Background: an optimization exercise with open tools, aiming at small area, a short achievable clock period and few clock cycles per item. Do not read the settings as production practice. In this exercise RTL edits were held to simulation tests only and were not proved equivalent to the original. Power and IR drop assume default switching activity.

## flow/design.v (module list and top-level ports; edited modules follow where they fit)
// module mul_lo32: 1789 lines
// module ooo_top: 229 lines
module ooo_top (
    input  wire        clk,
    input  wire        rst,
    input  wire        issue_valid,
    input  wire [31:0] issue_instr,
    output wire        issue_ready,
    output wire        result0_valid,
    output wire [3:0]  result0_tag,
    output wire [31:0] result0_data,
    output wire [3:0]  result0_rd,
    output wire        result1_valid,
    output wire [3:0]  result1_tag,
    output wire [31:0] result1_data,
    output wire [3:0]  result1_rd
);
  // ...
==> flow/run.sh <==
#!/bin/bash
# synth_recipe.tcl (not shown) runs the flow's synth.tcl, then flattens the netlist and writes it again
# the make line also repeats each setting of config.mk as NAME=value (left out here)
make -C /OpenROAD-flow-scripts/flow DESIGN_CONFIG=/design/flow/config.mk WORK_HOME=/design/flow/orfs CLKGATE_MAP_FILE= SYNTH_SCRIPT=/design/flow/synth_recipe.tcl finish
==> flow/config.mk <==
export PLATFORM = sky130hd
export DESIGN_NAME = ooo_top
export DESIGN_NICKNAME = ooo_top
export VERILOG_FILES = /design/flow/design.v
export SDC_FILE = /design/flow/constraint.sdc
export NUM_CORES = 4
export LEC_CHECK = 0
export CAP_MARGIN = 20
export CORE_MARGIN = 2
export CORE_UTILIZATION = 40
export SLEW_MARGIN = 20
==> flow/constraint.sdc <==
create_clock -name core_clock -period 10.0 [get_ports {clk}]
set_input_delay 2.0000 -clock core_clock [delete_from_list [all_inputs] [get_ports {clk}]]
set_output_delay 2.0000 -clock core_clock [all_outputs]
set_load 0.01 [all_outputs]
==> impl_metrics.yaml, run 1 <==
worst_setup_path:
  crit_end: "rf[4][22]"
  critPathSlowestCell: "xor2_1"
  slowest_delay_ns: 0.89
  timing.rr.start: "mul.q_c4_1"
  critPathBufInv: 0
floorplan:
  die_h_um: 365
  nWellTaps: 1742
timing:
  setup_violations: 0
  hold_viol: 0
  period_share: 0.528
  holdWs_ns: 0.331
  tightest_slew_ns: 1.25
  max_freq_mhz: 189
  skew_ns: 0.0716
flow_run:
  timing.max_cap.violations: 0
power:
  largestPowerGroup: "sequential cells"
  p_comb_w: 0.00250
  p_int_w: 0.00704
  switchingPower_w: 0.00336
final_layout:
  final_util: 0.455
  multi_input_area_sq_mm: 0.0266
  layout_commonest_cell: "edfxtp_1"
  bufAreaShareNonClock: 0.0440
  multi_input_area_share: 0.451
placed_design:
  io_buffers: 114
min_path:
  hold-path-endpoint: "m_tag[0]"
  worstHoldPathCells: 0
  min-delay-start: "e_tag[0]"
routing:
  wl_per_cell_um: 31.1
  routed.top_layer: "met5"
  vias: 43000
synthesis:
  synth-main-ff-cell: "edfxtp_1"
  synth-seq-area-share: 0.451
  synthArstFlopShare: 0
  synthesis.nets: 5189
  netlist_top_cells_count: "edfxtp_1 (581), a22oi_1 (477), dfxtp_1 (301)"
  synthSimpleGateAreaFrac: 0.0842
  netlist_top_cells_area: "edfxtp_1 (34%), dfxtp_1 (12%), fa_1 (7.4%)"
  synth_top_area_frac: 0.336
global_route:
  grt_antenna_before_repair: 13
clock_network:
  clock_latency_ns: 0.77
  hold_buffers: 0
  cts_setup_buffers: 0
outcome:
  status: "no timing/DRC/antenna violations"
Testbench counts, summed over its fixed seeds: cycles 20,402, instrs 20,000.
==> module ooo_top, before the edit <==
module ooo_top (
    input  wire        clk,
    input  wire        rst,
    input  wire        issue_valid,
    input  wire [31:0] issue_instr,
    output wire        issue_ready,
    output wire        result0_valid,
    output wire [3:0]  result0_tag,
    output wire [31:0] result0_data,
    output wire [3:0]  result0_rd,
    output wire        result1_valid,
    output wire [3:0]  result1_tag,
    output wire [31:0] result1_data,
    output wire [3:0]  result1_rd
);
    localparam logic [2:0] OP_ADD  = 3'd0;
    localparam logic [2:0] OP_SUB  = 3'd1;
    localparam logic [2:0] OP_AND  = 3'd2;
    localparam logic [2:0] OP_OR   = 3'd3;
    localparam logic [2:0] OP_XOR  = 3'd4;
    localparam logic [2:0] OP_SLL  = 3'd5;
    localparam logic [2:0] OP_ADDI = 3'd6;
    localparam logic [2:0] OP_MUL  = 3'd7;
    logic [3:0]  tag_q;
    logic        ir_v;
    logic [2:0]  ir_op;
    logic [3:0]  ir_rd;
    logic [3:0]  ir_rs;
    logic [17:0] ir_lo;      
    logic [3:0]  ir_tag;
    logic        haz_q;      
    logic        e_v;
    logic [2:0]  e_op;
    logic [3:0]  e_rd;
    logic [3:0]  e_tag;
    logic [31:0] e_a;
    logic [31:0] e_b;
    logic        m_v;
    logic [3:0]  m_rd;
    logic [3:0]  m_tag;
    logic [31:0] m_p;
    logic        wb_v;
    logic [3:0]  wb_rd;
    logic [31:0] wb_d;
    logic [31:0] rf [16];
    logic [15:0] rz;
    logic        r0_v;
    logic [3:0]  r0_tag;
    logic [3:0]  r0_rd;
    logic [31:0] r0_d;
    logic        r1_v;
    logic [3:0]  r1_tag;
    logic [3:0]  r1_rd;
    logic [31:0] r1_d;
    logic        accept;
    logic        adv;
    logic        haz_d;
    logic [3:0]  in_rs;
    logic [3:0]  in_rt;
    assign issue_ready = !haz_q;
    assign accept      = issue_valid && !haz_q && !rst;
    assign adv         = ir_v && !haz_q;
    assign in_rs       = issue_instr[21:18];
    assign in_rt       = issue_instr[17:14];
    assign haz_d       = accept && adv && ir_op == OP_MUL
                         && (ir_rd == in_rs || ir_rd == in_rt);
    always_ff @(posedge clk) begin
        if (rst) begin
            tag_q <= 4'd1;
            ir_v  <= 1'b0;
            haz_q <= 1'b0;
        end else begin
            if (accept) tag_q <= (tag_q == 4'd15) ? 4'd1 : tag_q + 4'd1;
            ir_v  <= accept || (ir_v && haz_q);
            haz_q <= haz_d;
        end
    end
    always_ff @(posedge clk) begin
        if (!haz_q) begin
            ir_op  <= issue_instr[28:26];
            ir_rd  <= issue_instr[25:22];
            ir_rs  <= issue_instr[21:18];
            ir_lo  <= issue_instr[17:0];
            ir_tag <= tag_q;
        end
    end
    logic        e_alu;
    logic [31:0] alu_res;
    assign e_alu = e_v && e_op != OP_MUL;
    function automatic logic [31:0] rd_op(
        input logic [3:0]  r,
        input logic [31:0] rf_val,
        input logic        rz_val,
        input logic        e_hit,
        input logic [31:0] e_val,
        input logic        m_hit,
        input logic [31:0] m_val,
        input logic        w_hit,
        input logic [31:0] w_val
    );
        logic [31:0] v;
        v = rz_val ? 32'd0 : rf_val;
        if (w_hit) v = w_val;
        if (m_hit) v = m_val;
        if (e_hit) v = e_val;
        rd_op = v;
    endfunction
    logic [3:0]  ir_rt;
    logic [31:0] rs_val;
    logic [31:0] rt_val;
    assign ir_rt = ir_lo[17:14];
    assign rs_val = rd_op(ir_rs, rf[ir_rs], rz[ir_rs],
                          e_alu && e_rd == ir_rs, alu_res,
                          m_v && m_rd == ir_rs, m_p,
                          wb_v && wb_rd == ir_rs, wb_d);
    assign rt_val = rd_op(ir_rt, rf[ir_rt], rz[ir_rt],
                          e_alu && e_rd == ir_rt, alu_res,
                          m_v && m_rd == ir_rt, m_p,
                          wb_v && wb_rd == ir_rt, wb_d);
    always_ff @(posedge clk) begin
        if (rst) e_v <= 1'b0;
        else     e_v <= adv;
    end
    always_ff @(posedge clk) begin
        e_op  <= ir_op;
        e_rd  <= ir_rd;
        e_tag <= ir_tag;
        e_a   <= rs_val;
        e_b   <= (ir_op == OP_ADDI) ? {{16{ir_lo[15]}}, ir_lo[15:0]} : rt_val;
    end
    logic        is_sub;
    logic [31:0] sum;
    assign is_sub = e_op == OP_SUB;
    assign sum    = e_a + (e_b ^ {32{is_sub}}) + {31'd0, is_sub};
    always_comb begin
        case (e_op)
            OP_AND:  alu_res = e_a & e_b;
            OP_OR:   alu_res = e_a | e_b;
            OP_XOR:  alu_res = e_a ^ e_b;
            OP_SLL:  alu_res = e_a << e_b[4:0];
            default: alu_res = sum;
        endcase
    end
    mul_lo32 mul (
        .clk (clk),
        .a   (e_a),
        .b   (e_b),
        .p   (m_p)
    );
    always_ff @(posedge clk) begin
        if (rst) m_v <= 1'b0;
        else     m_v <= e_v && e_op == OP_MUL;
    end
    always_ff @(posedge clk) begin
        m_rd  <= e_rd;
        m_tag <= e_tag;
    end
    logic        w_en;
    logic [3:0]  w_rd;
    logic [31:0] w_d;
    always_comb begin
        w_en = 1'b1;
        if (e_alu) begin
            w_rd = e_rd;
            w_d  = alu_res;
        end else if (m_v) begin
            w_rd = m_rd;
            w_d  = m_p;
        end else begin
            w_en = wb_v;
            w_rd = wb_rd;
            w_d  = wb_d;
        end
    end
    for (genvar r = 0; r < 16; r++) begin : g_rf
        always_ff @(posedge clk) begin
            if (w_en && w_rd == r) rf[r] <= w_d;
        end
    end
    always_ff @(posedge clk) begin
        if (rst) begin
            rz <= 16'hffff;
        end else if (w_en) begin
            rz[w_rd] <= 1'b0;
        end
    end
    always_ff @(posedge clk) begin
        if (rst) begin
            wb_v <= 1'b0;
        end else if (e_alu && m_v) begin
            wb_v <= m_rd != e_rd;    
        end else if (e_alu) begin
            wb_v <= wb_v && wb_rd != e_rd;
        end else begin
            wb_v <= 1'b0;            
        end
    end
    always_ff @(posedge clk) begin
        if (e_alu && m_v) begin
            wb_rd <= m_rd;
            wb_d  <= m_p;
        end
    end
    always_ff @(posedge clk) begin
        if (rst) begin
            r0_v <= 1'b0;
            r1_v <= 1'b0;
        end else begin
            r0_v <= e_alu;
            r1_v <= m_v;
        end
    end
    always_ff @(posedge clk) begin
        r0_tag <= e_tag;
        r0_rd  <= e_rd;
        r0_d   <= alu_res;
        r1_tag <= m_tag;
        r1_rd  <= m_rd;
        r1_d   <= m_p;
    end
    assign result0_valid = r0_v;
    assign result0_tag   = r0_tag;
    assign result0_data  = r0_d;
    assign result0_rd    = r0_rd;
    assign result1_valid = r1_v;
    assign result1_tag   = r1_tag;
    assign result1_data  = r1_d;
    assign result1_rd    = r1_rd;
endmodule
==> inputs of run 2 (changes only) <==
--- a/flow/design.v
+++ b/flow/design.v
@@ -1,14 +1,16 @@
 `timescale 1ns/100ps
 `default_nettype none
 module mul_lo32 (
     input  wire        clk,
     input  wire [31:0] a,
-    input  wire [31:0] b,
+    input  wire [15:0] b_one,    
+    input  wire [15:0] b_two,
+    input  wire [15:0] b_neg,
     output wire [31:0] p
 );
     logic one0, two0, neg0;
     logic pp0_0;
     logic pp0_1;
     logic pp0_2;
     logic pp0_3;
     logic pp0_4;
@@ -874,19 +876,19 @@
     logic q_c30_1;
     logic q_c30_2;
     logic q_c30_3;
     logic q_c31_0;
     logic q_c31_1;
     logic q_c31_2;
     logic q_c31_3;
     logic [31:0] row_a, row_b;
-    assign one0 = b[0] ^ 1'b0;
-    assign two0 = (b[1] & ~b[0] & ~1'b0) | (~b[1] & b[0] & 1'b0);
-    assign neg0 = b[1] & ~(b[0] & 1'b0);
+    assign one0 = b_one[0];
+    assign two0 = b_two[0];
+    assign neg0 = b_neg[0];
     assign pp0_0 = ((one0 & a[0]) | (two0 & 1'b0)) ^ neg0;
     assign pp0_1 = ((one0 & a[1]) | (two0 & a[0])) ^ neg0;
     assign pp0_2 = ((one0 & a[2]) | (two0 & a[1])) ^ neg0;
     assign pp0_3 = ((one0 & a[3]) | (two0 & a[2])) ^ neg0;
     assign pp0_4 = ((one0 & a[4]) | (two0 & a[3])) ^ neg0;
     assign pp0_5 = ((one0 & a[5]) | (two0 & a[4])) ^ neg0;
     assign pp0_6 = ((one0 & a[6]) | (two0 & a[5])) ^ neg0;
     assign pp0_7 = ((one0 & a[7]) | (two0 & a[6])) ^ neg0;
@@ -909,19 +911,19 @@
     assign pp0_24 = ((one0 & a[24]) | (two0 & a[23])) ^ neg0;
     assign pp0_25 = ((one0 & a[25]) | (two0 & a[24])) ^ neg0;
     assign pp0_26 = ((one0 & a[26]) | (two0 & a[25])) ^ neg0;
     assign pp0_27 = ((one0 & a[27]) | (two0 & a[26])) ^ neg0;
     assign pp0_28 = ((one0 & a[28]) | (two0 & a[27])) ^ neg0;
     assign pp0_29 = ((one0 & a[29]) | (two0 & a[28])) ^ neg0;
     assign pp0_30 = ((one0 & a[30]) | (two0 & a[29])) ^ neg0;
     assign pp0_31 = ((one0 & a[31]) | (two0 & a[30])) ^ neg0;
-    assign one1 = b[2] ^ b[1];
-    assign two1 = (b[3] & ~b[2] & ~b[1]) | (~b[3] & b[2] & b[1]);
-    assign neg1 = b[3] & ~(b[2] & b[1]);
+    assign one1 = b_one[1];
+    assign two1 = b_two[1];
+    assign neg1 = b_neg[1];
     assign pp1_0 = ((one1 & a[0]) | (two1 & 1'b0)) ^ neg1;
     assign pp1_1 = ((one1 & a[1]) | (two1 & a[0])) ^ neg1;
     assign pp1_2 = ((one1 & a[2]) | (two1 & a[1])) ^ neg1;
     assign pp1_3 = ((one1 & a[3]) | (two1 & a[2])) ^ neg1;
     assign pp1_4 = ((one1 & a[4]) | (two1 & a[3])) ^ neg1;
     assign pp1_5 = ((one1 & a[5]) | (two1 & a[4])) ^ neg1;
     assign pp1_6 = ((one1 & a[6]) | (two1 & a[5])) ^ neg1;
     assign pp1_7 = ((one1 & a[7]) | (two1 & a[6])) ^ neg1;
@@ -942,19 +944,19 @@
     assign pp1_22 = ((one1 & a[22]) | (two1 & a[21])) ^ neg1;
     assign pp1_23 = ((one1 & a[23]) | (two1 & a[22])) ^ neg1;
     assign pp1_24 = ((one1 & a[24]) | (two1 & a[23])) ^ neg1;
     assign pp1_25 = ((one1 & a[25]) | (two1 & a[24])) ^ neg1;
     assign pp1_26 = ((one1 & a[26]) | (two1 & a[25])) ^ neg1;
     assign pp1_27 = ((one1 & a[27]) | (two1 & a[26])) ^ neg1;
     assign pp1_28 = ((one1 & a[28]) | (two1 & a[27])) ^ neg1;
     assign pp1_29 = ((one1 & a[29]) | (two1 & a[28])) ^ neg1;
-    assign one2 = b[4] ^ b[3];
-    assign two2 = (b[5] & ~b[4] & ~b[3]) | (~b[5] & b[4] & b[3]);
-    assign neg2 = b[5] & ~(b[4] & b[3]);
+    assign one2 = b_one[2];
+    assign two2 = b_two[2];
+    assign neg2 = b_neg[2];
     assign pp2_0 = ((one2 & a[0]) | (two2 & 1'b0)) ^ neg2;
     assign pp2_1 = ((one2 & a[1]) | (two2 & a[0])) ^ neg2;
     assign pp2_2 = ((one2 & a[2]) | (two2 & a[1])) ^ neg2;
     assign pp2_3 = ((one2 & a[3]) | (two2 & a[2])) ^ neg2;
     assign pp2_4 = ((one2 & a[4]) | (two2 & a[3])) ^ neg2;
     assign pp2_5 = ((one2 & a[5]) | (two2 & a[4])) ^ neg2;
     assign pp2_6 = ((one2 & a[6]) | (two2 & a[5])) ^ neg2;
     assign pp2_7 = ((one2 & a[7]) | (two2 & a[6])) ^ neg2;
@@ -973,19 +975,19 @@
     assign pp2_20 = ((one2 & a[20]) | (two2 & a[19])) ^ neg2;
     assign pp2_21 = ((one2 & a[21]) | (two2 & a[20])) ^ neg2;
     assign pp2_22 = ((one2 & a[22]) | (two2 & a[21])) ^ neg2;
     assign pp2_23 = ((one2 & a[23]) | (two2 & a[22])) ^ neg2;
     assign pp2_24 = ((one2 & a[24]) | (two2 & a[23])) ^ neg2;
     assign pp2_25 = ((one2 & a[25]) | (two2 & a[24])) ^ neg2;
     assign pp2_26 = ((one2 & a[26]) | (two2 & a[25])) ^ neg2;
     assign pp2_27 = ((one2 & a[27]) | (two2 & a[26])) ^ neg2;
-    assign one3 = b[6] ^ b[5];
-    assign two3 = (b[7] & ~b[6] & ~b[5]) | (~b[7] & b[6] & b[5]);
-    assign neg3 = b[7] & ~(b[6] & b[5]);
+    assign one3 = b_one[3];
+    assign two3 = b_two[3];
+    assign neg3 = b_neg[3];
     assign pp3_0 = ((one3 & a[0]) | (two3 & 1'b0)) ^ neg3;
     assign pp3_1 = ((one3 & a[1]) | (two3 & a[0])) ^ neg3;
     assign pp3_2 = ((one3 & a[2]) | (two3 & a[1])) ^ neg3;
     assign pp3_3 = ((one3 & a[3]) | (two3 & a[2])) ^ neg3;
     assign pp3_4 = ((one3 & a[4]) | (two3 & a[3])) ^ neg3;
     assign pp3_5 = ((one3 & a[5]) | (two3 & a[4])) ^ neg3;
     assign pp3_6 = ((one3 & a[6]) | (two3 & a[5])) ^ neg3;
     assign pp3_7 = ((one3 & a[7]) | (two3 & a[6])) ^ neg3;
@@ -1002,19 +1004,19 @@
     assign pp3_18 = ((one3 & a[18]) | (two3 & a[17])) ^ neg3;
     assign pp3_19 = ((one3 & a[19]) | (two3 & a[18])) ^ neg3;
     assign pp3_20 = ((one3 & a[20]) | (two3 & a[19])) ^ neg3;
     assign pp3_21 = ((one3 & a[21]) | (two3 & a[20])) ^ neg3;
     assign pp3_22 = ((one3 & a[22]) | (two3 & a[21])) ^ neg3;
     assign pp3_23 = ((one3 & a[23]) | (two3 & a[22])) ^ neg3;
     assign pp3_24 = ((one3 & a[24]) | (two3 & a[23])) ^ neg3;
     assign pp3_25 = ((one3 & a[25]) | (two3 & a[24])) ^ neg3;
-    assign one4 = b[8] ^ b[7];
-    assign two4 = (b[9] & ~b[8] & ~b[7]) | (~b[9] & b[8] & b[7]);
-    assign neg4 = b[9] & ~(b[8] & b[7]);
+    assign one4 = b_one[4];
+    assign two4 = b_two[4];
+    assign neg4 = b_neg[4];
     assign pp4_0 = ((one4 & a[0]) | (two4 & 1'b0)) ^ neg4;
     assign pp4_1 = ((one4 & a[1]) | (two4 & a[0])) ^ neg4;
     assign pp4_2 = ((one4 & a[2]) | (two4 & a[1])) ^ neg4;
     assign pp4_3 = ((one4 & a[3]) | (two4 & a[2])) ^ neg4;
     assign pp4_4 = ((one4 & a[4]) | (two4 & a[3])) ^ neg4;
     assign pp4_5 = ((one4 & a[5]) | (two4 & a[4])) ^ neg4;
     assign pp4_6 = ((one4 & a[6]) | (two4 & a[5])) ^ neg4;
     assign pp4_7 = ((one4 & a[7]) | (two4 & a[6])) ^ neg4;
@@ -1029,19 +1031,19 @@
     assign pp4_16 = ((one4 & a[16]) | (two4 & a[15])) ^ neg4;
     assign pp4_17 = ((one4 & a[17]) | (two4 & a[16])) ^ neg4;
     assign pp4_18 = ((one4 & a[18]) | (two4 & a[17])) ^ neg4;
     assign pp4_19 = ((one4 & a[19]) | (two4 & a[18])) ^ neg4;
     assign pp4_20 = ((one4 & a[20]) | (two4 & a[19])) ^ neg4;
     assign pp4_21 = ((one4 & a[21]) | (two4 & a[20])) ^ neg4;
     assign pp4_22 = ((one4 & a[22]) | (two4 & a[21])) ^ neg4;
     assign pp4_23 = ((one4 & a[23]) | (two4 & a[22])) ^ neg4;
-    assign one5 = b[10] ^ b[9];
-    assign two5 = (b[11] & ~b[10] & ~b[9]) | (~b[11] & b[10] & b[9]);
-    assign neg5 = b[11] & ~(b[10] & b[9]);
+    assign one5 = b_one[5];
+    assign two5 = b_two[5];
+    assign neg5 = b_neg[5];
     assign pp5_0 = ((one5 & a[0]) | (two5 & 1'b0)) ^ neg5;
     assign pp5_1 = ((one5 & a[1]) | (two5 & a[0])) ^ neg5;
     assign pp5_2 = ((one5 & a[2]) | (two5 & a[1])) ^ neg5;
     assign pp5_3 = ((one5 & a[3]) | (two5 & a[2])) ^ neg5;
     assign pp5_4 = ((one5 & a[4]) | (two5 & a[3])) ^ neg5;
     assign pp5_5 = ((one5 & a[5]) | (two5 & a[4])) ^ neg5;
     assign pp5_6 = ((one5 & a[6]) | (two5 & a[5])) ^ neg5;
     assign pp5_7 = ((one5 & a[7]) | (two5 & a[6])) ^ neg5;
@@ -1054,19 +1056,19 @@
     assign pp5_14 = ((one5 & a[14]) | (two5 & a[13])) ^ neg5;
     assign pp5_15 = ((one5 & a[15]) | (two5 & a[14])) ^ neg5;
     assign pp5_16 = ((one5 & a[16]) | (two5 & a[15])) ^ neg5;
     assign pp5_17 = ((one5 & a[17]) | (two5 & a[16])) ^ neg5;
     assign pp5_18 = ((one5 & a[18]) | (two5 & a[17])) ^ neg5;
     assign pp5_19 = ((one5 & a[19]) | (two5 & a[18])) ^ neg5;
     assign pp5_20 = ((one5 & a[20]) | (two5 & a[19])) ^ neg5;
     assign pp5_21 = ((one5 & a[21]) | (two5 & a[20])) ^ neg5;
-    assign one6 = b[12] ^ b[11];
-    assign two6 = (b[13] & ~b[12] & ~b[11]) | (~b[13] & b[12] & b[11]);
-    assign neg6 = b[13] & ~(b[12] & b[11]);
+    assign one6 = b_one[6];
+    assign two6 = b_two[6];
+    assign neg6 = b_neg[6];
     assign pp6_0 = ((one6 & a[0]) | (two6 & 1'b0)) ^ neg6;
     assign pp6_1 = ((one6 & a[1]) | (two6 & a[0])) ^ neg6;
     assign pp6_2 = ((one6 & a[2]) | (two6 & a[1])) ^ neg6;
     assign pp6_3 = ((one6 & a[3]) | (two6 & a[2])) ^ neg6;
     assign pp6_4 = ((one6 & a[4]) | (two6 & a[3])) ^ neg6;
     assign pp6_5 = ((one6 & a[5]) | (two6 & a[4])) ^ neg6;
     assign pp6_6 = ((one6 & a[6]) | (two6 & a[5])) ^ neg6;
     assign pp6_7 = ((one6 & a[7]) | (two6 & a[6])) ^ neg6;
@@ -1077,19 +1079,19 @@
     assign pp6_12 = ((one6 & a[12]) | (two6 & a[11])) ^ neg6;
     assign pp6_13 = ((one6 & a[13]) | (two6 & a[12])) ^ neg6;
     assign pp6_14 = ((one6 & a[14]) | (two6 & a[13])) ^ neg6;
     assign pp6_15 = ((one6 & a[15]) | (two6 & a[14])) ^ neg6;
     assign pp6_16 = ((one6 & a[16]) | (two6 & a[15])) ^ neg6;
     assign pp6_17 = ((one6 & a[17]) | (two6 & a[16])) ^ neg6;
     assign pp6_18 = ((one6 & a[18]) | (two6 & a[17])) ^ neg6;
     assign pp6_19 = ((one6 & a[19]) | (two6 & a[18])) ^ neg6;
-    assign one7 = b[14] ^ b[13];
-    assign two7 = (b[15] & ~b[14] & ~b[13]) | (~b[15] & b[14] & b[13]);
-    assign neg7 = b[15] & ~(b[14] & b[13]);
+    assign one7 = b_one[7];
+    assign two7 = b_two[7];
+    assign neg7 = b_neg[7];
     assign pp7_0 = ((one7 & a[0]) | (two7 & 1'b0)) ^ neg7;
     assign pp7_1 = ((one7 & a[1]) | (two7 & a[0])) ^ neg7;
     assign pp7_2 = ((one7 & a[2]) | (two7 & a[1])) ^ neg7;
     assign pp7_3 = ((one7 & a[3]) | (two7 & a[2])) ^ neg7;
     assign pp7_4 = ((one7 & a[4]) | (two7 & a[3])) ^ neg7;
     assign pp7_5 = ((one7 & a[5]) | (two7 & a[4])) ^ neg7;
     assign pp7_6 = ((one7 & a[6]) | (two7 & a[5])) ^ neg7;
     assign pp7_7 = ((one7 & a[7]) | (two7 & a[6])) ^ neg7;
@@ -1098,110 +1100,110 @@
     assign pp7_10 = ((one7 & a[10]) | (two7 & a[9])) ^ neg7;
     assign pp7_11 = ((one7 & a[11]) | (two7 & a[10])) ^ neg7;
     assign pp7_12 = ((one7 & a[12]) | (two7 & a[11])) ^ neg7;
     assign pp7_13 = ((one7 & a[13]) | (two7 & a[12])) ^ neg7;
     assign pp7_14 = ((one7 & a[14]) | (two7 & a[13])) ^ neg7;
     assign pp7_15 = ((one7 & a[15]) | (two7 & a[14])) ^ neg7;
     assign pp7_16 = ((one7 & a[16]) | (two7 & a[15])) ^ neg7;
     assign pp7_17 = ((one7 & a[17]) | (two7 & a[16])) ^ neg7;
-    assign one8 = b[16] ^ b[15];
-    assign two8 = (b[17] & ~b[16] & ~b[15]) | (~b[17] & b[16] & b[15]);
-    assign neg8 = b[17] & ~(b[16] & b[15]);
+    assign one8 = b_one[8];
+    assign two8 = b_two[8];
+    assign neg8 = b_neg[8];
     assign pp8_0 = ((one8 & a[0]) | (two8 & 1'b0)) ^ neg8;
     assign pp8_1 = ((one8 & a[1]) | (two8 & a[0])) ^ neg8;
     assign pp8_2 = ((one8 & a[2]) | (two8 & a[1])) ^ neg8;
     assign pp8_3 = ((one8 & a[3]) | (two8 & a[2])) ^ neg8;
     assign pp8_4 = ((one8 & a[4]) | (two8 & a[3])) ^ neg8;
     assign pp8_5 = ((one8 & a[5]) | (two8 & a[4])) ^ neg8;
     assign pp8_6 = ((one8 & a[6]) | (two8 & a[5])) ^ neg8;
     assign pp8_7 = ((one8 & a[7]) | (two8 & a[6])) ^ neg8;
     assign pp8_8 = ((one8 & a[8]) | (two8 & a[7])) ^ neg8;
     assign pp8_9 = ((one8 & a[9]) | (two8 & a[8])) ^ neg8;
     assign pp8_10 = ((one8 & a[10]) | (two8 & a[9])) ^ neg8;
     assign pp8_11 = ((one8 & a[11]) | (two8 & a[10])) ^ neg8;
     assign pp8_12 = ((one8 & a[12]) | (two8 & a[11])) ^ neg8;
     assign pp8_13 = ((one8 & a[13]) | (two8 & a[12])) ^ neg8;
     assign pp8_14 = ((one8 & a[14]) | (two8 & a[13])) ^ neg8;
     assign pp8_15 = ((one8 & a[15]) | (two8 & a[14])) ^ neg8;
-    assign one9 = b[18] ^ b[17];
-    assign two9 = (b[19] & ~b[18] & ~b[17]) | (~b[19] & b[18] & b[17]);
-    assign neg9 = b[19] & ~(b[18] & b[17]);
+    assign one9 = b_one[9];
+    assign two9 = b_two[9];
+    assign neg9 = b_neg[9];
     assign pp9_0 = ((one9 & a[0]) | (two9 & 1'b0)) ^ neg9;
     assign pp9_1 = ((one9 & a[1]) | (two9 & a[0])) ^ neg9;
     assign pp9_2 = ((one9 & a[2]) | (two9 & a[1])) ^ neg9;
     assign pp9_3 = ((one9 & a[3]) | (two9 & a[2])) ^ neg9;
     assign pp9_4 = ((one9 & a[4]) | (two9 & a[3])) ^ neg9;
     assign pp9_5 = ((one9 & a[5]) | (two9 & a[4])) ^ neg9;
     assign pp9_6 = ((one9 & a[6]) | (two9 & a[5])) ^ neg9;
     assign pp9_7 = ((one9 & a[7]) | (two9 & a[6])) ^ neg9;
     assign pp9_8 = ((one9 & a[8]) | (two9 & a[7])) ^ neg9;
     assign pp9_9 = ((one9 & a[9]) | (two9 & a[8])) ^ neg9;
     assign pp9_10 = ((one9 & a[10]) | (two9 & a[9])) ^ neg9;
     assign pp9_11 = ((one9 & a[11]) | (two9 & a[10])) ^ neg9;
     assign pp9_12 = ((one9 & a[12]) | (two9 & a[11])) ^ neg9;
     assign pp9_13 = ((one9 & a[13]) | (two9 & a[12])) ^ neg9;
-    assign one10 = b[20] ^ b[19];
-    assign two10 = (b[21] & ~b[20] & ~b[19]) | (~b[21] & b[20] & b[19]);
-    assign neg10 = b[21] & ~(b[20] & b[19]);
+    assign one10 = b_one[10];
+    assign two10 = b_two[10];
+    assign neg10 = b_neg[10];
     assign pp10_0 = ((one10 & a[0]) | (two10 & 1'b0)) ^ neg10;
     assign pp10_1 = ((one10 & a[1]) | (two10 & a[0])) ^ neg10;
     assign pp10_2 = ((one10 & a[2]) | (two10 & a[1])) ^ neg10;
     assign pp10_3 = ((one10 & a[3]) | (two10 & a[2])) ^ neg10;
     assign pp10_4 = ((one10 & a[4]) | (two10 & a[3])) ^ neg10;
     assign pp10_5 = ((one10 & a[5]) | (two10 & a[4])) ^ neg10;
     assign pp10_6 = ((one10 & a[6]) | (two10 & a[5])) ^ neg10;
     assign pp10_7 = ((one10 & a[7]) | (two10 & a[6])) ^ neg10;
     assign pp10_8 = ((one10 & a[8]) | (two10 & a[7])) ^ neg10;
     assign pp10_9 = ((one10 & a[9]) | (two10 & a[8])) ^ neg10;
     assign pp10_10 = ((one10 & a[10]) | (two10 & a[9])) ^ neg10;
     assign pp10_11 = ((one10 & a[11]) | (two10 & a[10])) ^ neg10;
-    assign one11 = b[22] ^ b[21];
-    assign two11 = (b[23] & ~b[22] & ~b[21]) | (~b[23] & b[22] & b[21]);
-    assign neg11 = b[23] & ~(b[22] & b[21]);
+    assign one11 = b_one[11];
+    assign two11 = b_two[11];
+    assign neg11 = b_neg[11];
     assign pp11_0 = ((one11 & a[0]) | (two11 & 1'b0)) ^ neg11;
     assign pp11_1 = ((one11 & a[1]) | (two11 & a[0])) ^ neg11;
     assign pp11_2 = ((one11 & a[2]) | (two11 & a[1])) ^ neg11;
     assign pp11_3 = ((one11 & a[3]) | (two11 & a[2])) ^ neg11;
     assign pp11_4 = ((one11 & a[4]) | (two11 & a[3])) ^ neg11;
     assign pp11_5 = ((one11 & a[5]) | (two11 & a[4])) ^ neg11;
     assign pp11_6 = ((one11 & a[6]) | (two11 & a[5])) ^ neg11;
     assign pp11_7 = ((one11 & a[7]) | (two11 & a[6])) ^ neg11;
     assign pp11_8 = ((one11 & a[8]) | (two11 & a[7])) ^ neg11;
     assign pp11_9 = ((one11 & a[9]) | (two11 & a[8])) ^ neg11;
-    assign one12 = b[24] ^ b[23];
-    assign two12 = (b[25] & ~b[24] & ~b[23]) | (~b[25] & b[24] & b[23]);
-    assign neg12 = b[25] & ~(b[24] & b[23]);
+    assign one12 = b_one[12];
+    assign two12 = b_two[12];
+    assign neg12 = b_neg[12];
     assign pp12_0 = ((one12 & a[0]) | (two12 & 1'b0)) ^ neg12;
     assign pp12_1 = ((one12 & a[1]) | (two12 & a[0])) ^ neg12;
     assign pp12_2 = ((one12 & a[2]) | (two12 & a[1])) ^ neg12;
     assign pp12_3 = ((one12 & a[3]) | (two12 & a[2])) ^ neg12;
     assign pp12_4 = ((one12 & a[4]) | (two12 & a[3])) ^ neg12;
     assign pp12_5 = ((one12 & a[5]) | (two12 & a[4])) ^ neg12;
     assign pp12_6 = ((one12 & a[6]) | (two12 & a[5])) ^ neg12;
     assign pp12_7 = ((one12 & a[7]) | (two12 & a[6])) ^ neg12;
-    assign one13 = b[26] ^ b[25];
-    assign two13 = (b[27] & ~b[26] & ~b[25]) | (~b[27] & b[26] & b[25]);
-    assign neg13 = b[27] & ~(b[26] & b[25]);
+    assign one13 = b_one[13];
+    assign two13 = b_two[13];
+    assign neg13 = b_neg[13];
     assign pp13_0 = ((one13 & a[0]) | (two13 & 1'b0)) ^ neg13;
     assign pp13_1 = ((one13 & a[1]) | (two13 & a[0])) ^ neg13;
     assign pp13_2 = ((one13 & a[2]) | (two13 & a[1])) ^ neg13;
     assign pp13_3 = ((one13 & a[3]) | (two13 & a[2])) ^ neg13;
     assign pp13_4 = ((one13 & a[4]) | (two13 & a[3])) ^ neg13;
     assign pp13_5 = ((one13 & a[5]) | (two13 & a[4])) ^ neg13;
-    assign one14 = b[28] ^ b[27];
-    assign two14 = (b[29] & ~b[28] & ~b[27]) | (~b[29] & b[28] & b[27]);
-    assign neg14 = b[29] & ~(b[28] & b[27]);
+    assign one14 = b_one[14];
+    assign two14 = b_two[14];
+    assign neg14 = b_neg[14];
     assign pp14_0 = ((one14 & a[0]) | (two14 & 1'b0)) ^ neg14;
     assign pp14_1 = ((one14 & a[1]) | (two14 & a[0])) ^ neg14;
     assign pp14_2 = ((one14 & a[2]) | (two14 & a[1])) ^ neg14;
     assign pp14_3 = ((one14 & a[3]) | (two14 & a[2])) ^ neg14;
-    assign one15 = b[30] ^ b[29];
-    assign two15 = (b[31] & ~b[30] & ~b[29]) | (~b[31] & b[30] & b[29]);
-    assign neg15 = b[31] & ~(b[30] & b[29]);
+    assign one15 = b_one[15];
+    assign two15 = b_two[15];
+    assign neg15 = b_neg[15];
     assign pp15_0 = ((one15 & a[0]) | (two15 & 1'b0)) ^ neg15;
     assign pp15_1 = ((one15 & a[1]) | (two15 & a[0])) ^ neg15;
     assign s1 = pp0_24 ^ pp1_22;
     assign k2 = pp0_24 & pp1_22;
     assign s3 = pp0_25 ^ pp1_23;
     assign k4 = pp0_25 & pp1_23;
     assign s5 = pp0_26 ^ pp1_24 ^ pp2_22;
     assign k6 = (pp0_26 & pp1_24) | (pp0_26 & pp2_22) | (pp1_24 & pp2_22);
@@ -1784,16 +1786,29 @@
         q_c31_1 <= k349;
         q_c31_2 <= s350;
         q_c31_3 <= s351;
     end
     assign row_a = {k464, k462, k460, k458, k456, k454, k452, k450, k448, k446, k444, k442, k440, k438, k436, k434, k432, k430, k428, k426, k424, k422, k420, k418, k416, k414, k412, k410, k408, s407, q_c1_0, q_c0_0};
     assign row_b = {s465, s463, s461, s459, s457, s455, s453, s451, s449, s447, s445, s443, s441, s439, s437, s435, s433, s431, s429, s427, s425, s423, s421, s419, s417, s415, s413, s411, s409, q_c2_2, 1'b0, q_c0_1};
     assign p = row_a + row_b;
 endmodule
+module booth_enc (
+    input  wire [31:0] b,
+    output wire [15:0] one,
+    output wire [15:0] two,
+    output wire [15:0] neg
+);
+    wire [32:0] bx = {b, 1'b0};
+    for (genvar j = 0; j < 16; j++) begin : g_dig
+        assign one[j] = bx[2*j+1] ^ bx[2*j];
+        assign two[j] = (bx[2*j+2] & ~bx[2*j+1] & ~bx[2*j]) | (~bx[2*j+2] & bx[2*j+1] & bx[2*j]);
+        assign neg[j] = bx[2*j+2] & ~(bx[2*j+1] & bx[2*j]);
+    end
+endmodule
 `default_nettype wire
 `timescale 1ns/100ps
 `default_nettype none
 module ooo_top (
     input  wire        clk,
     input  wire        rst,
     input  wire        issue_valid,
     input  wire [31:0] issue_instr,
@@ -1819,35 +1834,43 @@
     logic        ir_v;
     logic [2:0]  ir_op;
     logic [3:0]  ir_rd;
     logic [3:0]  ir_rs;
     logic [17:0] ir_lo;      
     logic [3:0]  ir_tag;
     logic        haz_q;      
     logic        e_v;
-    logic [2:0]  e_op;
+    logic        e_mul;
+    logic        e_add;      
+    logic        e_cin;      
+    logic        e_and;
+    logic        e_or;
+    logic        e_xor;
+    logic        e_sll;
     logic [3:0]  e_rd;
     logic [3:0]  e_tag;
     logic [31:0] e_a;
     logic [31:0] e_b;
+    logic [31:0] ma;
+    logic [15:0] mb_one;
+    logic [15:0] mb_two;
+    logic [15:0] mb_neg;
     logic        m_v;
     logic [3:0]  m_rd;
     logic [3:0]  m_tag;
     logic [31:0] m_p;
-    logic        wb_v;
-    logic [3:0]  wb_rd;
-    logic [31:0] wb_d;
     logic [31:0] rf [16];
     logic [15:0] rz;
     logic        r0_v;
     logic [3:0]  r0_tag;
     logic [3:0]  r0_rd;
     logic [31:0] r0_d;
     logic        r1_v;
+    logic        p1;
     logic [3:0]  r1_tag;
     logic [3:0]  r1_rd;
     logic [31:0] r1_d;
     logic        accept;
     logic        adv;
     logic        haz_d;
     logic [3:0]  in_rs;
     logic [3:0]  in_rt;
@@ -1875,150 +1898,153 @@
             ir_rd  <= issue_instr[25:22];
             ir_rs  <= issue_instr[21:18];
             ir_lo  <= issue_instr[17:0];
             ir_tag <= tag_q;
         end
     end
     logic        e_alu;
     logic [31:0] alu_res;
-    assign e_alu = e_v && e_op != OP_MUL;
+    assign e_alu = e_v && !e_mul;
     function automatic logic [31:0] rd_op(
-        input logic [3:0]  r,
         input logic [31:0] rf_val,
         input logic        rz_val,
         input logic        e_hit,
         input logic [31:0] e_val,
         input logic        m_hit,
         input logic [31:0] m_val,
-        input logic        w_hit,
-        input logic [31:0] w_val
+        input logic        r0_hit,
+        input logic [31:0] r0_val,
+        input logic        r1_hit,
+        input logic [31:0] r1_val
     );
         logic [31:0] v;
         v = rz_val ? 32'd0 : rf_val;
-        if (w_hit) v = w_val;
-        if (m_hit) v = m_val;
-        if (e_hit) v = e_val;
+        if (r1_hit) v = r1_val;
+        if (r0_hit) v = r0_val;
+        if (m_hit)  v = m_val;
+        if (e_hit)  v = e_val;
         rd_op = v;
     endfunction
     logic [3:0]  ir_rt;
     logic [31:0] rs_val;
     logic [31:0] rt_val;
-    assign ir_rt = ir_lo[17:14];
-    assign rs_val = rd_op(ir_rs, rf[ir_rs], rz[ir_rs],
+    logic        ir_sub;
+    assign ir_rt  = ir_lo[17:14];
+    assign ir_sub = ir_op == OP_SUB;
+    assign rs_val = rd_op(rf[ir_rs], rz[ir_rs],
                           e_alu && e_rd == ir_rs, alu_res,
                           m_v && m_rd == ir_rs, m_p,
-                          wb_v && wb_rd == ir_rs, wb_d);
-    assign rt_val = rd_op(ir_rt, rf[ir_rt], rz[ir_rt],
+                          r0_v && r0_rd == ir_rs, r0_d,
+                          p1 && r1_rd == ir_rs, r1_d);
+    assign rt_val = rd_op(rf[ir_rt], rz[ir_rt],
                           e_alu && e_rd == ir_rt, alu_res,
                           m_v && m_rd == ir_rt, m_p,
-                          wb_v && wb_rd == ir_rt, wb_d);
+                          r0_v && r0_rd == ir_rt, r0_d,
+                          p1 && r1_rd == ir_rt, r1_d);
+    logic [15:0] bo_one;
+    logic [15:0] bo_two;
+    logic [15:0] bo_neg;
+    booth_enc benc (
+        .b   (rt_val),
+        .one (bo_one),
+        .two (bo_two),
+        .neg (bo_neg)
+    );
+    always_ff @(posedge clk) begin
+        ma     <= rs_val;
+        mb_one <= bo_one;
+        mb_two <= bo_two;
+        mb_neg <= bo_neg;
+    end
     always_ff @(posedge clk) begin
         if (rst) e_v <= 1'b0;
         else     e_v <= adv;
     end
     always_ff @(posedge clk) begin
-        e_op  <= ir_op;
+        e_mul <= ir_op == OP_MUL;
+        e_add <= ir_op == OP_ADD || ir_op == OP_SUB || ir_op == OP_ADDI;
+        e_cin <= ir_sub;
+        e_and <= ir_op == OP_AND;
+        e_or  <= ir_op == OP_OR;
+        e_xor <= ir_op == OP_XOR;
+        e_sll <= ir_op == OP_SLL;
         e_rd  <= ir_rd;
         e_tag <= ir_tag;
         e_a   <= rs_val;
-        e_b   <= (ir_op == OP_ADDI) ? {{16{ir_lo[15]}}, ir_lo[15:0]} : rt_val;
+        e_b   <= (ir_op == OP_ADDI) ? {{16{ir_lo[15]}}, ir_lo[15:0]}
+                                    : (rt_val ^ {32{ir_sub}});
     end
-    logic        is_sub;
     logic [31:0] sum;
-    assign is_sub = e_op == OP_SUB;
-    assign sum    = e_a + (e_b ^ {32{is_sub}}) + {31'd0, is_sub};
+    assign sum = e_a + e_b + {31'd0, e_cin};
     always_comb begin
-        case (e_op)
-            OP_AND:  alu_res = e_a & e_b;
-            OP_OR:   alu_res = e_a | e_b;
-            OP_XOR:  alu_res = e_a ^ e_b;
-            OP_SLL:  alu_res = e_a << e_b[4:0];
-            default: alu_res = sum;
-        endcase
+        alu_res = ({32{e_add}} & sum)
+                | ({32{e_and}} & (e_a & e_b))
+                | ({32{e_or}}  & (e_a | e_b))
+                | ({32{e_xor}} & (e_a ^ e_b))
+                | ({32{e_sll}} & (e_a << e_b[4:0]));
     end
     mul_lo32 mul (
         .clk (clk),
-        .a   (e_a),
-        .b   (e_b),
-        .p   (m_p)
+        .a     (ma),
+        .b_one (mb_one),
+        .b_two (mb_two),
+        .b_neg (mb_neg),
+        .p     (m_p)
     );
     always_ff @(posedge clk) begin
         if (rst) m_v <= 1'b0;
-        else     m_v <= e_v && e_op == OP_MUL;
+        else     m_v <= e_v && e_mul;
     end
     always_ff @(posedge clk) begin
         m_rd  <= e_rd;
         m_tag <= e_tag;
     end
-    logic        w_en;
-    logic [3:0]  w_rd;
-    logic [31:0] w_d;
-    always_comb begin
-        w_en = 1'b1;
-        if (e_alu) begin
-            w_rd = e_rd;
-            w_d  = alu_res;
-        end else if (m_v) begin
-            w_rd = m_rd;
-            w_d  = m_p;
-        end else begin
-            w_en = wb_v;
-            w_rd = wb_rd;
-            w_d  = wb_d;
-        end
-    end
-    for (genvar r = 0; r < 16; r++) begin : g_rf
-        always_ff @(posedge clk) begin
-            if (w_en && w_rd == r) rf[r] <= w_d;
-        end
-    end
-    always_ff @(posedge clk) begin
-        if (rst) begin
-            rz <= 16'hffff;
-        end else if (w_en) begin
-            rz[w_rd] <= 1'b0;
-        end
-    end
-    always_ff @(posedge clk) begin
-        if (rst) begin
-            wb_v <= 1'b0;
-        end else if (e_alu && m_v) begin
-            wb_v <= m_rd != e_rd;    
-        end else if (e_alu) begin
-            wb_v <= wb_v && wb_rd != e_rd;
-        end else begin
-            wb_v <= 1'b0;            
-        end
-    end
-    always_ff @(posedge clk) begin
-        if (e_alu && m_v) begin
-            wb_rd <= m_rd;
-            wb_d  <= m_p;
-        end
-    end
     always_ff @(posedge clk) begin
         if (rst) begin
             r0_v <= 1'b0;
             r1_v <= 1'b0;
+            p1   <= 1'b0;
         end else begin
             r0_v <= e_alu;
             r1_v <= m_v;
+            if (m_v)                         p1 <= 1'b1;
+            else if (!r0_v || r0_rd == r1_rd) p1 <= 1'b0;
         end
     end
     always_ff @(posedge clk) begin
         r0_tag <= e_tag;
         r0_rd  <= e_rd;
         r0_d   <= alu_res;
-        r1_tag <= m_tag;
-        r1_rd  <= m_rd;
-        r1_d   <= m_p;
+        if (m_v) begin
+            r1_tag <= m_tag;
+            r1_rd  <= m_rd;
+            r1_d   <= m_p;
+        end
     end
     assign result0_valid = r0_v;
     assign result0_tag   = r0_tag;
     assign result0_data  = r0_d;
     assign result0_rd    = r0_rd;
     assign result1_valid = r1_v;
     assign result1_tag   = r1_tag;
     assign result1_data  = r1_d;
     assign result1_rd    = r1_rd;
+    logic        w_en;
+    logic [3:0]  w_rd;
+    logic [31:0] w_d;
+    assign w_en = r0_v || p1;
+    assign w_rd = r0_v ? r0_rd : r1_rd;
+    assign w_d  = r0_v ? r0_d : r1_d;
+    for (genvar r = 0; r < 16; r++) begin : g_rf
+        always_ff @(posedge clk) begin
+            if (w_en && w_rd == r) rf[r] <= w_d;
+        end
+    end
+    always_ff @(posedge clk) begin
+        if (rst) begin
+            rz <= 16'hffff;
+        end else if (w_en) begin
+            rz[w_rd] <= 1'b0;
+        end
+    end
 endmodule
 `default_nettype wire
==> flow/config.mk (replaced) <==
export PLATFORM = sky130hd
export DESIGN_NAME = ooo_top
export DESIGN_NICKNAME = ooo_top
export VERILOG_FILES = /design/flow/design.v
export SDC_FILE = /design/flow/constraint.sdc
export NUM_CORES = 4
export LEC_CHECK = 0
export CAP_MARGIN = 20
export CORE_MARGIN = 2
export CORE_UTILIZATION = 65
export SLEW_MARGIN = 20
==> impl_metrics.yaml, run 2 <==
outcome:
  status: "no timing/DRC/antenna violations"
timing:
  slew_headroom: 0.134
  tightest_slew_ns: 1.29
  period_share: 0.544
  hold_viol: 0
  setup_violations: 0
  max_freq_mhz: 184
  fin_crit_ns: 5.44
  maxSlewViolCount: 0
  layout_setup_ws_ns: 4.56
  skew_ns: 0.0234
  rsz0062_at_grt: "false"
  fin_tns_setup_ns: 0
synthesis:
  synth_compound_area_frac: 0.207
  synthAdderAreaFrac: 0.106
  synth.most_common_cell: "edfxtp_1"
  synthesis.nets: 5195
  synth_top_area_frac: 0.330
  syn_inst: 4826
  synthDistinctLibCells: 97
  synth_xor_area_frac: 0.0627
  netlist_top_cells_count: "edfxtp_1 (585), a22oi_1 (489), dfxtp_1 (313)"
  netlist_top_cells_area: "edfxtp_1 (33%), dfxtp_1 (12%), fa_1 (7.2%)"
  synth-edff-count: 585
  syn_area_per_cell_sq_um: 11.0
  synth_top_family_by_area: "compound AO/OA/AOI/OAI gates"
  synth-main-ff-cell: "edfxtp_1"
  synth_mux_area_frac: 0.0476
  synth-seq-area-share: 0.448
  synth_seq_cells: 898
  synth_area_sq_mm: 0.0532
  ys_warn_count: 3
  synthArstFlopShare: 0
  synthSimpleGateAreaFrac: 0.0818
  synth_top_area_cell: "edfxtp_1"
floorplan:
  die_h_um: 290
  dieArea_sq_mm: 0.0842
  die_w_um: 290
  rows: 104
  initial_core_util: 0.659
  ios: 118
  core_area_sq_mm: 0.0808
worst_setup_path:
  path_delay_family: "compound AO/OA/AOI/OAI gates"
  required_ns: 10.60
  worst_setup_path_start_kind: "flop"
  critPathKind: "reg -> reg"
  path_cells: "buf_4 -> clkinv_1 -> ha_1 -> and2_1 -> a221oi_1 -> a211o_1 -> a21o_1 -> nand2_1 -> a311oi_1 -> a22oi_1 -> or3_1 -> mux2i_1"
  end_kind: "flop"
  slowest_delay_ns: 1.02
  critPathSlowestCell: "a311oi_1"
  critPathBufInv: 2
  arrival_ns: 6.04
  cp_max_fo: 33
clock_network:
  ctsRootBufferMaster: "clkbuf_16"
  cts_buffers: 95
  cts_tree: "built"
  clock_path_buffers: 3
  numClockSinks: 898
  cts_setup_buffers: 0
  hold_buffers: 0
  cts_max_level: 3
  clk_pin_slew_worst_paths_ns: 0.07
  clock_latency_ns: 0.68
  cts.repair.resized: 0
global_route:
  first_global_vias: 45100
  grt_usage: 0.497
  gr-total-overflow: 0
  grt_max_degree: 87
  grt_antenna_before_repair: 5
  grt_pass1_wl_um: 305000
routing:
  wl_per_cell_um: 36.1
  drc: 0
  ant_nets: 0
  dr.first_iter.drc_count: 9395
  vias: 46900
  drt-pass1-iter-count: 12
  totalWireLength_um: 214000
  vias_per_cell: 7.91
placed_design:
  place_inst: 5738
  place_area_sq_mm: 0.0556
  dp_hpwl_um: 136000
  place_congestion: 1.01
  dp_slack_ns: 4.91
  io_buffers: 114
final_layout:
  drive_above_1_share: 0.108
  finalNetCount: 5145
  final_cells: 5929
  layout_commonest_cell: "edfxtp_1"
  final_cell_mix: "edfxtp_1 (585), a22oi_1 (489), dfxtp_1 (297), nand2_1 (283), xnor2_1 (224)"
  largest_reg_flops: 512
  stdcell_area_sq_mm: 0.0588
  regArea_sq_mm: 0.0239
  top_register: "rf"
  syn2layout_area_growth_pct: 10.5
  multi_input_area_sq_mm: 0.0272
  fillers: 5747
power:
  peakVddDrop_mv: 0.321
  leakage_nw: 20.9
  p_per_area_mw_per_mm2: 212
flow_run:
  timing.max_cap.violations: 0
min_path:
  min_path_type: "reg -> reg"
run 2: where the power goes:
part / total, W / internal, W / switching, W
registers: 0.00452 / 0.00426 / 0.000263
logic: 0.00430 / 0.00139 / 0.00291
clock network: 0.00363 / 0.00210 / 0.00154
run 2: metal layers:
layer	global-route usage	share of wire	up-vias
met3	0.247	0.20	1198
li1	-	-	18300
met5	0.0193	0.0012	-
met4	0.286	0.073	14
met1	0.636	0.33	22400
met2	0.677	0.40	5034
run 2: logic make-up (layout without fill, tap and decap cells):
| group | count (synthesis) | in the layout |
|---|---|---|
| other cells | 0 | 12 |
| compound gates | 1525 | 1525 |
| buf+inv | 643 | 674 |
| fa+ha+maj | 334 | 334 |
| mux | 176 | 176 |
| simple gates | 869 | 869 |
| flops | 898 | 898 |
| xor+xnor | 381 | 381 |
run 2: cell type report:
| type | instances | share of cell area |
|---|---|---|
| clock inverter | 59 | 0.0101 |
| timing repair buffer | 276 | 0.0406 |
| inverter | 220 | 0.0140 |
| multi-input combinational | 3285 | 0.463 |
| tap | 1060 | 0.0226 |
| antenna | 12 | 0.000511 |
| clock buffer | 119 | 0.0435 |
| sequential | 898 | 0.406 |
run 2: stage by stage:
stage | utilization | hold slack, ns | power (W)
after floorplan | - | 0.310 | 0.00704
after global placement | 0.688 | 0.310 | 0.00858
after detailed placement | 0.688 | 0.314 | 0.00862
after CTS | 0.727 | 0.319 | 0.0122
after global routing | 0.727 | 0.340 | 0.0128
final | 0.728 | 0.316 | 0.0125
run 2: path summary, 6_finish.rpt:
| path | slack, ns | start | depth (start not counted) | end |
|---|---|---|---|---|
| worst max-delay path | 4.56 | e_b[3] | 12 | mb_two[14] |
| worst min-delay path | 0.32 | e_tag[2] | 0 | m_tag[2] |
| worst min register to register | 0.32 | e_tag[2] | 0 | m_tag[2] |
| worst max register to register | 4.56 | e_b[3] | 12 | mb_two[14] |
Testbench counts of run 2, summed over its fixed seeds: cycles 20,402, instrs 20,000.
==> inputs of run 3 (changes only) <==
--- a/flow/config.mk
+++ b/flow/config.mk
@@ -8,4 +8,5 @@
 export CAP_MARGIN = 20
 export CORE_MARGIN = 2
 export CORE_UTILIZATION = 65
+export SETUP_SLACK_MARGIN = 5
 export SLEW_MARGIN = 20
==> impl_metrics.yaml, run 3 <==
timing:
  slew_headroom: 0.132
  period_share: 0.519
  max_freq_mhz: 193
  rsz0062_at_grt: "false"
  hold_viol: 0
  fin_crit_ns: 5.19
  tightest_slew_ns: 1.29
  maxSlewViolCount: 0
  setup_violations: 0
  skew_ns: 0.0229
  fin_tns_setup_ns: 0
outcome:
  status: "no timing/DRC/antenna violations"
global_route:
  grt_pass1_wl_um: 305000
  grt_usage: 0.496
  grt_max_degree: 87
  first_global_vias: 45300
  grt_antenna_before_repair: 7
  gr-total-overflow: 0
worst_setup_path:
  regToRegSetupSlack_ns: 4.81
  r2r_end: "e_b[14]"
  worstSetupStartpoint: "ir_lo[14]"
  end_kind: "flop"
  path_cells: "buf_4 -> buf_4 -> clkinv_1 -> a32oi_1 -> nand3_1 -> a2111oi_0 -> o221ai_1 -> o211a_1 -> mux2_2 -> a21oi_1"
  worstRegToRegCells: 10
  required_ns: 10.56
  path_delay_family: "compound AO/OA/AOI/OAI gates"
  slowest_delay_ns: 0.85
  timing.rr.start: "ir_lo[14]"
  cpMostUsedCell: "buf_4"
  critPathBufInv: 3
  worst_setup_path_start_kind: "flop"
  arrival_ns: 5.75
  critPathSlowestCell: "a2111oi_0"
  cp_max_fo: 50
  critPathKind: "reg -> reg"
synthesis:
  syn_inst: 4826
  synth_top_family_by_area: "compound AO/OA/AOI/OAI gates"
  synth_mux_area_frac: 0.0476
  netlist_top_cells_area: "edfxtp_1 (33%), dfxtp_1 (12%), fa_1 (7.2%)"
  synthAdderAreaFrac: 0.106
  netlist_top_cells_count: "edfxtp_1 (585), a22oi_1 (489), dfxtp_1 (313)"
  synth_top_area_cell: "edfxtp_1"
  syn_area_per_cell_sq_um: 11.0
  synth_top_area_frac: 0.330
  synth_area_sq_mm: 0.0532
  synthSimpleGateAreaFrac: 0.0818
  synthDistinctLibCells: 97
  synth-edff-count: 585
  synthesis.nets: 5195
  synth-main-ff-cell: "edfxtp_1"
  synth-seq-area-share: 0.448
  synth_seq_cells: 898
  synth_xor_area_frac: 0.0627
  synthArstFlopShare: 0
  ys_warn_count: 3
  synth_compound_area_frac: 0.207
  synth.most_common_cell: "edfxtp_1"
floorplan:
  rows: 104
  die_h_um: 290
  core_area_sq_mm: 0.0808
  initial_core_util: 0.659
  dieArea_sq_mm: 0.0842
  die_w_um: 290
  ios: 118
final_layout:
  final_cells: 5926
  finalNetCount: 5145
  multi_input_area_sq_mm: 0.0273
  regArea_sq_mm: 0.0239
  fillers: 5740
  syn2layout_area_growth_pct: 10.5
  drive_above_1_share: 0.110
  top_register: "rf"
  largest_reg_flops: 512
  final_cell_mix: "edfxtp_1 (585), a22oi_1 (488), dfxtp_1 (297), nand2_1 (283), xnor2_1 (222)"
  layout_commonest_cell: "edfxtp_1"
clock_network:
  cts_tree: "built"
  clk_pin_slew_worst_paths_ns: 0.07
  ctsRootBufferMaster: "clkbuf_16"
  cts_buffers: 95
  cts_setup_buffers: 0
  clock_latency_ns: 0.68
  cts_max_level: 3
  numClockSinks: 898
  clock_path_buffers: 3
placed_design:
  place_inst: 5738
  place_congestion: 1.01
  io_buffers: 114
  dp_hpwl_um: 136000
routing:
  ant_nets: 0
  vias_per_cell: 7.88
  dr.first_iter.drc_count: 9340
  drc: 0
  totalWireLength_um: 214000
  wl_per_cell_um: 36.1
  vias: 46700
  drt-pass1-iter-count: 9
min_path:
  worstHoldPathCells: 0
  min_path_type: "reg -> reg"
  min-delay-start: "e_tag[2]"
  hold-path-endpoint: "m_tag[2]"
power:
  peakVddDrop_mv: 0.299
  leakage_nw: 20.9
  p_per_area_mw_per_mm2: 212
flow_run:
  timing.max_cap.violations: 0
==> run 3: changes by cell type in the layout (fill, tap and decap cells not counted), sizes merged <==
cell   previous run  this run
diode            12         9
==> run 3: through the flow <==
| stage | hold slack, ns | power [W] | worst slack, ns | util | cell area, sq um |
|---|---|---|---|---|---|
| after CTS | 0.319 | 0.0122 | 5.02 | 0.727 | 58800 |
| after global routing | 0.340 | 0.0128 | 5.01 | 0.728 | 58800 |
| after floorplan | 0.310 | 0.00704 | 6.00 | - | 53200 |
| after global placement | 0.310 | 0.00858 | 4.94 | 0.688 | 55600 |
| final | 0.316 | 0.0125 | 4.81 | 0.728 | 58800 |
| after detailed placement | 0.314 | 0.00862 | 4.91 | 0.688 | 55600 |
==> run 3: worst max path at each step <==
stage          depth (start not counted)         end
2_1_floorplan                         14  mb_two[12]
3_3_place_gp                          12  mb_two[14]
3_5_place_dp                          12  mb_two[14]
4_1_cts                               11   mb_one[3]
5_1_grt                               10   mb_one[7]
6_report                              10     e_b[14]
==> run 3: area by class of cell <==
class                      count  share of cell area
multi-input combinational   3285               0.463
inverter                     220              0.0141
sequential                   898               0.405
clock buffer                 119              0.0435
antenna                        9            0.000383
timing repair buffer         276              0.0406
clock inverter                59              0.0101
tap                         1060              0.0225
==> run 3: cells by family (layout without fill, tap and decap cells) <==
| family | after synthesis | count (layout) |
|---|---|---|
| AO/OA/AOI/OAI | 1525 | 1525 |
| XOR/XNOR | 381 | 381 |
| adder cells (fa/ha/maj) | 334 | 334 |
| buffers and inverters | 643 | 674 |
| flip-flops | 898 | 898 |
| multiplexers | 176 | 176 |
| other | 0 | 9 |
| AND/OR/NAND/NOR | 869 | 869 |
==> run 3: per-layer routing <==
layer,up-vias,global-route usage,share of wire
met5,-,0.00964,0.0013
met4,16,0.293,0.074
met3,1147,0.251,0.20
met2,4966,0.676,0.40
met1,22300,0.631,0.33
li1,18300,-,-
==> run 3: timing repair <==
| action | in CTS | in global routing |
|---|---|---|
| endpoints found under the setup margin | 5 | 17 |
| hold buffers | 0 | 0 |
| gates resized for setup | 4 | 5 |
==> run 3: report_power, final <==
part           leakage [nW]  internal (W)  total, W  switching, W
Sequential             7.91       0.00426   0.00452      0.000262
Combinational          11.5       0.00141   0.00432       0.00291
Clock                  1.56       0.00210   0.00363       0.00153
==> run 3: worst register-to-register path, stage by stage (launching register included) <==
cell and delay, ns:
edfxtp_1 0.33, buf_4 0.48, buf_4 0.74, clkinv_1 0.86, a32oi_1 0.46, nand3_1 0.10
a2111oi_0 0.85, o221ai_1 0.29, o211a_1 0.24, mux2_2 0.40, a21oi_1 0.33

-- port drivers added, routing unchanged --
The flow's constraints put no driver on any port. The routed layouts listed below were extracted and timed again, unchanged, in two steps.
Step 1 sets driving cells, clkbuf_16 on the clock port and buf_2 on the other inputs (assumed; they add their load-dependent delay and slew).
Step 2, shift: input delay + t, output delay - t, t = (earliest + latest rising clock arrival at the registers) / 2. This alone moves slack from input paths to output paths.
a / b / c = ideal / step 1 / step 2; a / b = the first two.
run | shift t [ns] | setup WS [ns] | clock arrival spread, ns | worst slew at a driven data input, ns
run 1 | 0.806 | 4.722 / 4.722 / 4.722 | 0.071 / 0.072 | 0.08
run 2 | 0.752 | 4.563 / 4.563 / 4.563 | 0.028 / 0.027 | 0.05
run 3 | 0.750 | 4.807 / 4.807 / 4.807 | 0.025 / 0.025 | 0.05
After both steps setup and hold are still met in every run listed.
